This design comes from an exercise in tuning for small area, a short achievable clock period and few clock cycles per item on the open sky130 flow, not from production work. The RTL was checked by simulation tests, not by an equivalence proof against the original design.

==> design.v <==
module muldiv_sequencer #(
  parameter bit FAST_SPECIAL = 1'b1,
  parameter int XLEN         = 64
) (
  input  logic        clk_i,
  input  logic        rst_i,
  input  logic        start_i,
  input  logic [2:0]  funct3_i,
  input  logic        word_i,
  input  logic [63:0] op1_i,
  input  logic [63:0] op2_i,
  input  logic        kill_i,
  output logic        stall_o,
  output logic        busy_o,
  output logic        done_o,
  output logic [63:0] result_o
);
  localparam logic [2:0] S_IDLE = 3'd0, S_MUL = 3'd1, S_FIN = 3'd2, S_DPREP = 3'd3,
                         S_DIV = 3'd4, S_DNEG = 3'd5, S_DONE = 3'd6;
  logic [2:0]  state_q, state_d;
  logic [5:0]  cnt_q;         
  logic        last_q;        
  logic [1:0]  ncls_q;        
  logic        mulh_q;        
  logic        rem_q;         
  logic        dsgn_q;        
  logic        an_q;          
  logic        bn_q;          
  logic [6:0]  za_q, zb_q;
  logic        apow_q;        
  logic        dnegr_q;       
  logic        word_q;        
  logic        hi32_q;        
  logic        skip_q;        
  logic [5:0]  bone_q, btwo_q, bneg_q;   
  logic [66:0] a_q;           
  logic        cin_q;         
  logic [64:0] hs_q;          
  logic [64:0] hc_q;          
  logic [71:0] lo_q;          
  logic idle, accept;
  assign idle   = (state_q == S_IDLE);
  assign accept = idle & start_i & ~kill_i;
  function automatic logic [17:0] booth6(input logic [12:0] bb);   
    logic [5:0] one, two, neg;
    for (int j = 0; j < 6; j++) begin
      one[j] = bb[2*j+1] ^ bb[2*j];
      two[j] = (bb[2*j+2] & ~bb[2*j+1] & ~bb[2*j]) | (~bb[2*j+2] & bb[2*j+1] & bb[2*j]);
      neg[j] = bb[2*j+2] & ~(bb[2*j+1] & bb[2*j]);
    end
    booth6 = {one, two, neg};
  endfunction
  function automatic logic [1:0] len_class(input logic [63:0] v, input logic w, input logic sg);
    logic m1, m0, h1, h0, u1, u0, f12, f36;
    m1  = &v[31:11];
    m0  = ~(|v[31:11]);
    h1  = &v[34:32];
    h0  = ~(|v[34:32]);
    u1  = &v[63:35];
    u0  = ~(|v[63:35]);
    if (w) begin
      f12 = m0 | (sg & m1);
      f36 = 1'b1;
    end else begin
      f12 = (m0 & h0 & u0) | (sg & m1 & h1 & u1);
      f36 = u0 | (sg & u1);
    end
    len_class = f12 ? 2'd0 : f36 ? 2'd1 : 2'd2;
  endfunction
  function automatic logic [6:0] clz64(input logic [63:0] v);
    logic [63:0]  z, nz;
    logic [383:0] c, nc;    
    z = ~v;
    c = '0;
    for (int l = 0; l < 6; l++) begin
      nz = z;
      nc = c;
      for (int i = 0; i < (64 >> (l + 1)); i++) begin
        nz[i] = z[2*i+1] & z[2*i];
        nc[6*i +: 6] = z[2*i+1] ? (6'(1 << l) | c[12*i +: 6]) : c[12*i+6 +: 6];
      end
      z = nz;
      c = nc;
    end
    clz64 = z[0] ? 7'd64 : {1'b0, c[5:0]};
  endfunction
  function automatic logic [67:0] padd(input logic [67:0] a, input logic [67:0] b, input logic cin);
    logic [68:0] g, p, ng, np;
    g = {a & b, cin};
    p = {a ^ b, 1'b0};
    for (int l = 0; l < 7; l++) begin
      ng = g;
      np = p;
      for (int i = 0; i < 69; i++)
        if ((i >> l) & 1) begin
          ng[i] = g[i] | (p[i] & g[((i >> l) << l) - 1]);
          np[i] = p[i] & p[((i >> l) << l) - 1];
        end
      g = ng;
      p = np;
    end
    padd = (a ^ b) ^ g[67:0];
  endfunction
  localparam logic [75:0] KB0 = 76'd0 - (76'h555 << 65);
  localparam logic [75:0] KB1 = 76'd0 - (76'h5_5555_5555 << 41);
  localparam logic [75:0] KB2 = 76'd0 - (76'h55_5555_5555_5555_5555 << 5);
  logic [2:0]  op_in;
  logic        is_div_in, a_signed, b_signed, an_in, bn_in;
  logic [64:0] a_x, b_x, m_x, c_x;
  logic [63:0] ad_x, bd_x;
  logic [1:0]  ncls_a, ncls_b, ncls_m;
  logic        swap;
  always_comb begin
    op_in     = (word_i & ~funct3_i[2]) ? 3'b000 : funct3_i;
    is_div_in = op_in[2];
    a_signed  = is_div_in ? ~op_in[0] : ((op_in == 3'b000) | (op_in == 3'b001) | (op_in == 3'b010));
    b_signed  = is_div_in ? ~op_in[0] : ((op_in == 3'b000) | (op_in == 3'b001));
    a_x       = word_i ? {{33{a_signed & op1_i[31]}}, op1_i[31:0]} : {a_signed & op1_i[63], op1_i};
    b_x       = word_i ? {{33{b_signed & op2_i[31]}}, op2_i[31:0]} : {b_signed & op2_i[63], op2_i};
    an_in     = is_div_in & a_x[64];
    bn_in     = is_div_in & b_x[64];
    ncls_a    = len_class(op1_i, word_i, a_signed);
    ncls_b    = len_class(op2_i, word_i, b_signed);
    swap      = ~is_div_in & (ncls_a < ncls_b);
    ncls_m    = swap ? ncls_a : ncls_b;
    m_x       = swap ? a_x : b_x;
    c_x       = swap ? b_x : (a_x ^ {65{an_in}});
    ad_x      = a_x[63:0] ^ {64{an_in}};    
    bd_x      = b_x[63:0] ^ {64{bn_in}};
  end
  function automatic logic [155:0] csa(input logic [77:0] x, input logic [77:0] y, input logic [77:0] z);
    logic [77:0] s, c;
    s = x ^ y ^ z;
    c = (x & y) | (x & z) | (y & z);
    csa = {s, c[76:0], 1'b0};
  endfunction
  logic [77:0] rw [6];
  logic [77:0] xv, ms, mc;
  logic [12:0] lowsum;
  always_comb begin
    logic [65:0]  mag, pp;
    logic [75:0]  kb;
    logic [77:0]  s1, c1, s2, c2, s3, c3, s4, c4, s5, c5, s6, c6;
    for (int j = 0; j < 6; j++) begin
      mag   = ({66{bone_q[j]}} & {a_q[64], a_q[64:0]}) | ({66{btwo_q[j]}} & {a_q[64:0], 1'b0});
      pp    = mag ^ {66{bneg_q[j]}};
      rw[j] = {12'd0, ~pp[65], pp[64:0]} << (2*j);
    end
    case (ncls_q)
      2'd0:    kb = KB0;
      2'd1:    kb = KB1;
      default: kb = KB2;
    endcase
    xv = {2'b00, last_q ? kb : 76'd0}
       | {67'd0, bneg_q[5], 1'b0, bneg_q[4], 1'b0, bneg_q[3], 1'b0, bneg_q[2], 1'b0, bneg_q[1], 1'b0, bneg_q[0]};
    {s1, c1} = csa(rw[0], rw[1], rw[2]);
    {s2, c2} = csa(rw[3], rw[4], rw[5]);
    {s3, c3} = csa({13'd0, hs_q}, {13'd0, hc_q}, xv);
    {s4, c4} = csa(s1, c1, s2);
    {s5, c5} = csa(c2, s3, c3);
    {s6, c6} = csa(s4, c4, s5);
    {ms, mc} = csa(s6, c6, c5);
    lowsum   = {1'b0, ms[11:0]} + {1'b0, mc[11:0]} + {12'd0, cin_q};
  end
  logic [17:0] bsel_acc, bsel_nxt;
  always_comb begin
    bsel_acc = swap ? booth6({a_x[11:0], 1'b0}) : booth6({b_x[11:0], 1'b0});
    bsel_nxt = booth6({lo_q[23:12], lo_q[11]});
  end
  logic [67:0] t1, t2, t3, x3s, x3c;
  logic [66:0] ah;
  logic        ge1, ge2;
  logic [63:0] rem2, qn;
  always_comb begin
    ah   = {a_q[66], a_q[66:1]};
    t1   = padd({3'd0, hs_q}, {a_q[66], a_q}, cin_q);
    t2   = padd({3'd0, hs_q}, {ah[66], ah}, cin_q);
    x3s  = {3'd0, hs_q} ^ {a_q[66], a_q} ^ {ah[66], ah};
    x3c  = ({3'd0, hs_q} & {a_q[66], a_q}) | ({3'd0, hs_q} & {ah[66], ah}) | ({a_q[66], a_q} & {ah[66], ah});
    t3   = padd(x3s, {x3c[66:0], cin_q}, cin_q);
    ge1  = ~t1[67];
    ge2  = ge1 ? ~t3[67] : ~t2[67];
    case ({ge1, ge2})
      2'b11:   rem2 = t3[63:0];
      2'b10:   rem2 = t1[63:0];
      2'b01:   rem2 = t2[63:0];
      default: rem2 = hs_q[63:0];
    endcase
    qn = {lo_q[61:0], ge1, ge2};
  end
  logic [63:0] mres;
  always_comb begin
    logic [135:0] x;
    x = {t1[63:0], lo_q};
    if (!mulh_q) begin
      case (ncls_q)
        2'd0:    mres = x[123:60];
        2'd1:    mres = x[99:36];
        default: mres = x[63:0];
      endcase
    end else begin
      case (ncls_q)
        2'd0:    mres = {{52{x[135]}}, x[135:124]};
        2'd1:    mres = {{28{x[135]}}, x[135:100]};
        default: mres = x[127:64];
      endcase
    end
  end
  logic        an, bn, bzero, dneg, apow;
  logic [63:0] ax, bx, araw;
  logic [7:0]  dlen;
  logic [6:0]  za, zb;
  logic [6:0]  dsh;
  logic [66:0] bsh;
  always_comb begin
    an    = an_q;
    bn    = bn_q;
    ax    = a_q[63:0];
    araw  = a_q[63:0] ^ {64{an}};
    bx    = lo_q[63:0];
    bzero = (lo_q[63:0] == 64'd0);
    za    = za_q;
    zb    = zb_q;
    apow  = apow_q;
    dlen  = {1'b0, zb} - {1'b0, za} + {7'd0, apow};
    dneg  = dlen[7];
    dsh   = dlen[6:0] | 7'd1;
    bsh   = ({{3{bn}}, lo_q[63:0]} << dsh) ^ {67{~bn}};
  end
  always_ff @(posedge clk_i or negedge rst_i) begin
    if (!rst_i) begin
      lo_q   <= '0;
      word_q <= 1'b0;
      hi32_q <= 1'b0;
    end else begin
      if (accept) begin
        lo_q   <= {{7{m_x[64]}}, m_x};
        word_q <= word_i;
        hi32_q <= ~is_div_in & word_i & (ncls_m == 2'd1);
      end else begin
        case (state_q)
          S_MUL: lo_q <= {lowsum[11:0], lo_q[71:12]};
          S_FIN: lo_q <= {8'd0, mres};
          S_DPREP: lo_q <= {8'd0, (bzero | dneg) ? (rem_q ? araw : {64{bzero}}) : 64'd0};
          S_DIV:  lo_q <= {8'd0, (last_q && rem_q) ? rem2 : qn};
          S_DNEG: lo_q <= {8'd0, t1[63:0]};
          default: ;
        endcase
      end
    end
  end
  always_ff @(posedge clk_i) begin
    if (accept) begin
      a_q     <= {{2{c_x[64]}}, c_x};
      cin_q   <= an_in;
      hs_q    <= '0;
      hc_q    <= '0;
      {bone_q, btwo_q, bneg_q} <= bsel_acc;
      ncls_q  <= ncls_m;
      mulh_q  <= (op_in[1:0] != 2'b00);
      rem_q   <= op_in[1];
      dsgn_q  <= ~op_in[0];
      an_q    <= an_in;
      za_q    <= clz64(ad_x);
      apow_q  <= an_in & ~(|({1'b0, ad_x[63:1]} & ~ad_x));
      zb_q    <= clz64(bd_x);
      skip_q  <= ~is_div_in & (word_i ? (ncls_m == 2'd1) : (op_in[1:0] == 2'b00 && ncls_m == 2'd2));
      last_q  <= ~is_div_in & (ncls_m == 2'd0);
      bn_q    <= bn_in;
      case (ncls_m)
        2'd0:    cnt_q <= 6'd0;
        2'd1:    cnt_q <= 6'd2;
        default: cnt_q <= 6'd5;
      endcase
    end else begin
      case (state_q)
        S_MUL: begin
          hs_q   <= ms[76:12];
          if (last_q) a_q <= {2'b00, mc[76:12]};
          else        hc_q <= mc[76:12];
          cin_q  <= lowsum[12];
          {bone_q, btwo_q, bneg_q} <= bsel_nxt;
          cnt_q  <= cnt_q - 6'd1;
          last_q <= (cnt_q == 6'd1);
        end
        S_DPREP: begin
          hs_q    <= {1'b0, t1[63:0]};
          cnt_q   <= dlen[6:1];
          last_q  <= (dlen[6:1] == 6'd0);
          dnegr_q <= rem_q ? an : (an ^ bn);
          a_q     <= bsh;
          cin_q   <= ~bn;
        end
        S_DIV: begin
          if (last_q && dnegr_q) begin
            hs_q  <= '0;
            a_q   <= {3'b111, ~(rem_q ? rem2 : qn)};
            cin_q <= 1'b1;
          end else begin
            hs_q  <= {1'b0, rem2};
            a_q   <= {{2{a_q[66]}}, a_q[66:2]};
          end
          cnt_q  <= cnt_q - 6'd1;
          last_q <= (cnt_q == 6'd1);
        end
        default: ;
      endcase
    end
  end
  logic busy_q, done_q;
  always_ff @(posedge clk_i or negedge rst_i) begin
    if (!rst_i) begin
      state_q <= S_IDLE;
      busy_q  <= 1'b0;
      done_q  <= 1'b0;
    end else begin
      state_q <= state_d;
      busy_q  <= (state_d != S_IDLE) && (state_d != S_DONE);
      done_q  <= (state_d == S_DONE);
    end
  end
  always_comb begin
    state_d = state_q;
    case (state_q)
      S_IDLE:  if (accept) state_d = is_div_in ? S_DPREP : S_MUL;
      S_MUL:   if (last_q) state_d = skip_q ? S_DONE : S_FIN;
      S_FIN:   state_d = S_DONE;
      S_DPREP: state_d = (bzero | dneg) ? S_DONE : S_DIV;
      S_DIV:   if (last_q) state_d = dnegr_q ? S_DNEG : S_DONE;
      S_DNEG:  state_d = S_DONE;
      S_DONE:  state_d = S_IDLE;
      default: state_d = S_IDLE;
    endcase
    if (kill_i && state_q != S_IDLE && state_q != S_DONE) state_d = S_IDLE;
  end
  assign busy_o  = busy_q;
  assign done_o  = done_q;
  assign stall_o = busy_q | accept;
  logic [31:0] lo32;
  assign lo32     = hi32_q ? lo_q[67:36] : lo_q[31:0];
  assign result_o = {word_q ? {32{lo32[31]}} : lo_q[63:32], lo32};
endmodule
==> run.sh <==
#!/bin/bash
# synth_recipe.tcl (not shown) runs the flow's synth.tcl, then flattens the netlist and writes it again
# the make line also repeats each setting of config.mk as NAME=value (left out here)
make -C /OpenROAD-flow-scripts/flow DESIGN_CONFIG=/design/flow/config.mk WORK_HOME=/design/flow/orfs CLKGATE_MAP_FILE= SYNTH_SCRIPT=/design/flow/synth_recipe.tcl finish
==> config.mk <==
export PLATFORM = sky130hd
export DESIGN_NAME = muldiv_sequencer
export DESIGN_NICKNAME = muldiv_sequencer
export VERILOG_FILES = /design/flow/design.v
export SDC_FILE = /design/flow/constraint.sdc
export NUM_CORES = 4
export LEC_CHECK = 0
export CAP_MARGIN = 20
export CORE_MARGIN = 2
export CORE_UTILIZATION = 40
export SETUP_SLACK_MARGIN = 5
export SLEW_MARGIN = 20
export TNS_END_PERCENT = 5
==> constraint.sdc <==
create_clock -name core_clock -period 10.0 [get_ports {clk_i}]
set_input_delay 2.0000 -clock core_clock [delete_from_list [all_inputs] [get_ports {clk_i}]]
set_output_delay 2.0000 -clock core_clock [all_outputs]
set_load 0.01 [all_outputs]
==> results_dict.tcl <==
set metrics [dict create \
    fill_cells 16084 \
    hold_path.class "flip-flop to flip-flop" \
    cts_root_buf "clkbuf_16" \
    grtUsageTotal 0.497 \
    crit_cells 13 \
    fmax_mhz 181 \
    multi_input_area_sq_um 52500 \
    antenna_left 0 \
    fin_skew_ns 0.0515 \
    drive_gt1_frac 0.119 \
    relSlewSlack 0.128 \
    yosys.area_share.simple 0.133 \
    setup_slack_ns 4.48 \
    gr-total-overflow 0 \
    grt_pass1_vias 69233 \
    ys.flop_type "dfxtp_1" \
    synth_compound_area_frac 0.297 \
    cp_max_fo 15 \
    synth.avg_cell_area_sq_um 7.90 \
    start_util 0.402 \
    cp.required_ns 10.48 \
    crit_top_cell "fa_1" \
    die-area_sq_um 164000 \
    viasPerCell 7.13 \
    tns_ns 0 \
    drv_slew 0 \
    wl_mm 421 \
    core_sq_um 160000 \
    htreeDepth 2 \
    clock-sinks 324 \
    ys_ff_latch 324 \
    grt_max_degree 100 \
    placed_area_sq_um 69100 \
    clock_latency_ns 0.73 \
    wl_per_cell_um 40.7 \
    path_cells "buf_12 > buf_4 > buf_4 > a22oi_1 > xor2_1 > fa_1 > fa_1 > fa_1 > inv_1 > fa_1 > a222oi_1 > o21ai_0 > a21o_1" \
    drt_iter0_drc 12136 \
    die_h_um 405 \
    status "complete, no violations" \
    cp_top_family "adder cells" \
    stdcell_area_sq_um 73500 \
    grt_antenna_before_repair 51 \
    clkTransAtPathRegs_ns 0.06 \
    crit_buf_inv 4 \
    startpoint "bone_q[3]" \
    fin_util 0.458 \
    synth_area_leaders "fa_1, ha_1, xnor2_1, edfxtp_1, a22oi_1" \
    area_delta_synth_final_pct 14.0 \
    route.vias.total 73784 \
    cts_tree "yes" \
    port_buffers 202 \
    clockBufferDepth 3 \
    first_pass_iters 10 \
    syn_nets 9098 \
    synthCells 8158 \
    reg2reg_to "a_q[11]" \
    stdcell_count 10347 \
    yosysMostFrequentCell "inv_1" \
    nets 9063 \
    max_stage_delay_ns 1.10 \
    yosys.area.top_type_share 0.154 \
    synth_commonest_cells "inv_1, o21ai_0, a21oi_1, nand2_1, clkbuf_1" \
    drc 0 \
    io_pins 203 \
    grt_pass1_wl_mm 573 \
    synth.yosys.seq_area_share 0.125 \
    die_x_um 405 \
    dp.cells 10123 \
    r2r_setup_slack_ns 4.48 \
    synthArstFlopShare 0.244 \
    netlist_area_sq_um 64500 \
    yosys.area_share.adder 0.214 \
    hold_violations 0 \
    rsz0062_at_grt "yes" \
    crit_arrival_ns 5.99 \
    rows 147 \
    period_minus_slack_ns 5.52 \
    whs_ns 0.472 \
    dp_slack_ns 2.90 \
    synth-xor-area-share 0.0989 \
    synth_cell_types 120 \
    ys.warnings.count 2 \
    reg2reg_from "bone_q[3]" \
    tightest_slew_ns 1.31 \
    numCtsBuffers 48 \
    synth_top_family_by_area "compound AO/OA/AOI/OAI gates" \
    hpwl_mm 313 \
    yosys.area.top_type "fa_1" \
    worst_setup_path_end_kind "flip-flop" \
    crit_end "a_q[11]" \
    seqCellArea_sq_um 8040 \
    path_class "flip-flop to flip-flop" \
    synth_enable_flop_cells 116 \
    gp_congestion 1.09 \
    synth_mux_area_frac 0.0484 \
    reg2reg_depth 13 \
    critPathLaunchType "flip-flop" \
    crit_slowest_cell "a222oi_1" \
    maxCapViolCount 0 \
    finalCritPeriodShare 0.552 \
    finalSetupViolations 0 \
]
## flip-flops by register name (all words and copies together) (netlist names), 2 cells and up
register,cells
lo_q,72
a_q,67
hc_q,65
hs_q,64
za_q,7
zb_q,7
bneg_q,6
bone_q,6
btwo_q,6
cnt_q,6
state_q,3
ncls_q,2
## worst min path at each step
| stage | start | endpoint | slack [ns] | cells past startpoint |
|---|---|---|---|---|
| floorplan | hc_q[64] | hc_q[64] | 0.43 | 2 |
| global placement | hc_q[58] | hc_q[58] | 0.46 | 1 |
| detailed placement | hc_q[56] | hc_q[56] | 0.46 | 1 |
| CTS | hc_q[56] | hc_q[56] | 0.47 | 1 |
| global route | hc_q[58] | hc_q[58] | 0.49 | 1 |
| finish | hc_q[56] | hc_q[56] | 0.47 | 1 |
## routing by layer
| metal | track usage | vias to the layer above | share of wire | wire length [um] |
|---|---|---|---|---|
| met4 | 0.303 | 40 | 0.079 | 33100 |
| met1 | 0.632 | 36441 | 0.38 | 159000 |
| li1 | - | 29488 | - | - |
| met2 | 0.696 | 6301 | 0.40 | 167000 |
| met5 | 0.00833 | - | 0.00072 | 304 |
| met3 | 0.205 | 1514 | 0.15 | 61900 |
## repair_timing
item / 4_1_cts / 5_1_grt
setup buffers: 84 / 17
endpoints found under the setup margin: 278 / 235
gates resized for setup: 397 / 145
hold buffers: 0 / 0
pin swaps: 40 / 30
gates cloned: 4 / 4
## layout make-up
type                       instances  share of cell area
multi-input combinational       6469               0.715
sequential                       324               0.109
timing repair buffer             636              0.0820
tap                             2160              0.0368
inverter                         644              0.0332
clock buffer                      56              0.0176
clock inverter                    34             0.00528
antenna                           24            0.000817
## cell families (layout without fill, tap and decap cells)
| logic type | count (synthesis) | after routing |
|---|---|---|
| mux | 289 | 289 |
| compound gates | 2814 | 2814 |
| xor+xnor | 727 | 727 |
| buf+inv | 1365 | 1370 |
| other cells | 0 | 24 |
| flops | 324 | 324 |
| fa+ha+maj | 804 | 804 |
| simple gates | 1835 | 1835 |
## cell usage in the layout (no fill, tap or decap), types with 53 or more instances in the layout
cell               n
nor3_1           167
mux2_2            66
fa_1             496
edfxtp_1         116
a211oi_1          97
nand3_1          136
inv_1            635
mux2i_1          198
o21ai_0          585
a221oi_1          85
dfxtp_1          128
o211ai_1          96
nand2_1          564
nand4_1           70
xor2_1           284
ha_1             302
clkbuf_16         53
a21o_1            79
a21oi_1          564
xnor2_1          428
dfrtp_1           79
nor2_1           485
a22o_1            81
clkdlybuf4s50_1   95
o21a_1            58
buf_4            336
a31oi_1           71
a22oi_1          426
Testbench counts, summed over its fixed seeds: cycles 10,519, items 1,600.

-- re-timing with driven ports --
The results above use ideal ports. As a check the final layout listed here was re-extracted and re-timed, cells and wires unchanged.
Step 1 assumes that a clkbuf_16 drives the clock port and a buf_2 every other input.
Step 2 adds t to the input delays and takes it off the output delays; t is the mean of the earliest and latest rising clock arrival at the registers after step 1. Input paths then give back, and output paths get back, about the clock's delay inside the block.
Three values: ideal, step 1, step 2; two values: the first two.
shift t [ns]: 0.785
setup slack, ns: 4.485 / 4.485 / 3.876
hold slack, ns: 0.472 / 0.472 / 0.472
worst slew at a driven data input, ns: 0.07
pins driven straight from the clock port: 1
After both steps this run still meets setup and hold. For this run, drivers alone change the setup slack by 0.000 ns; drivers and shift together by -0.609 ns.
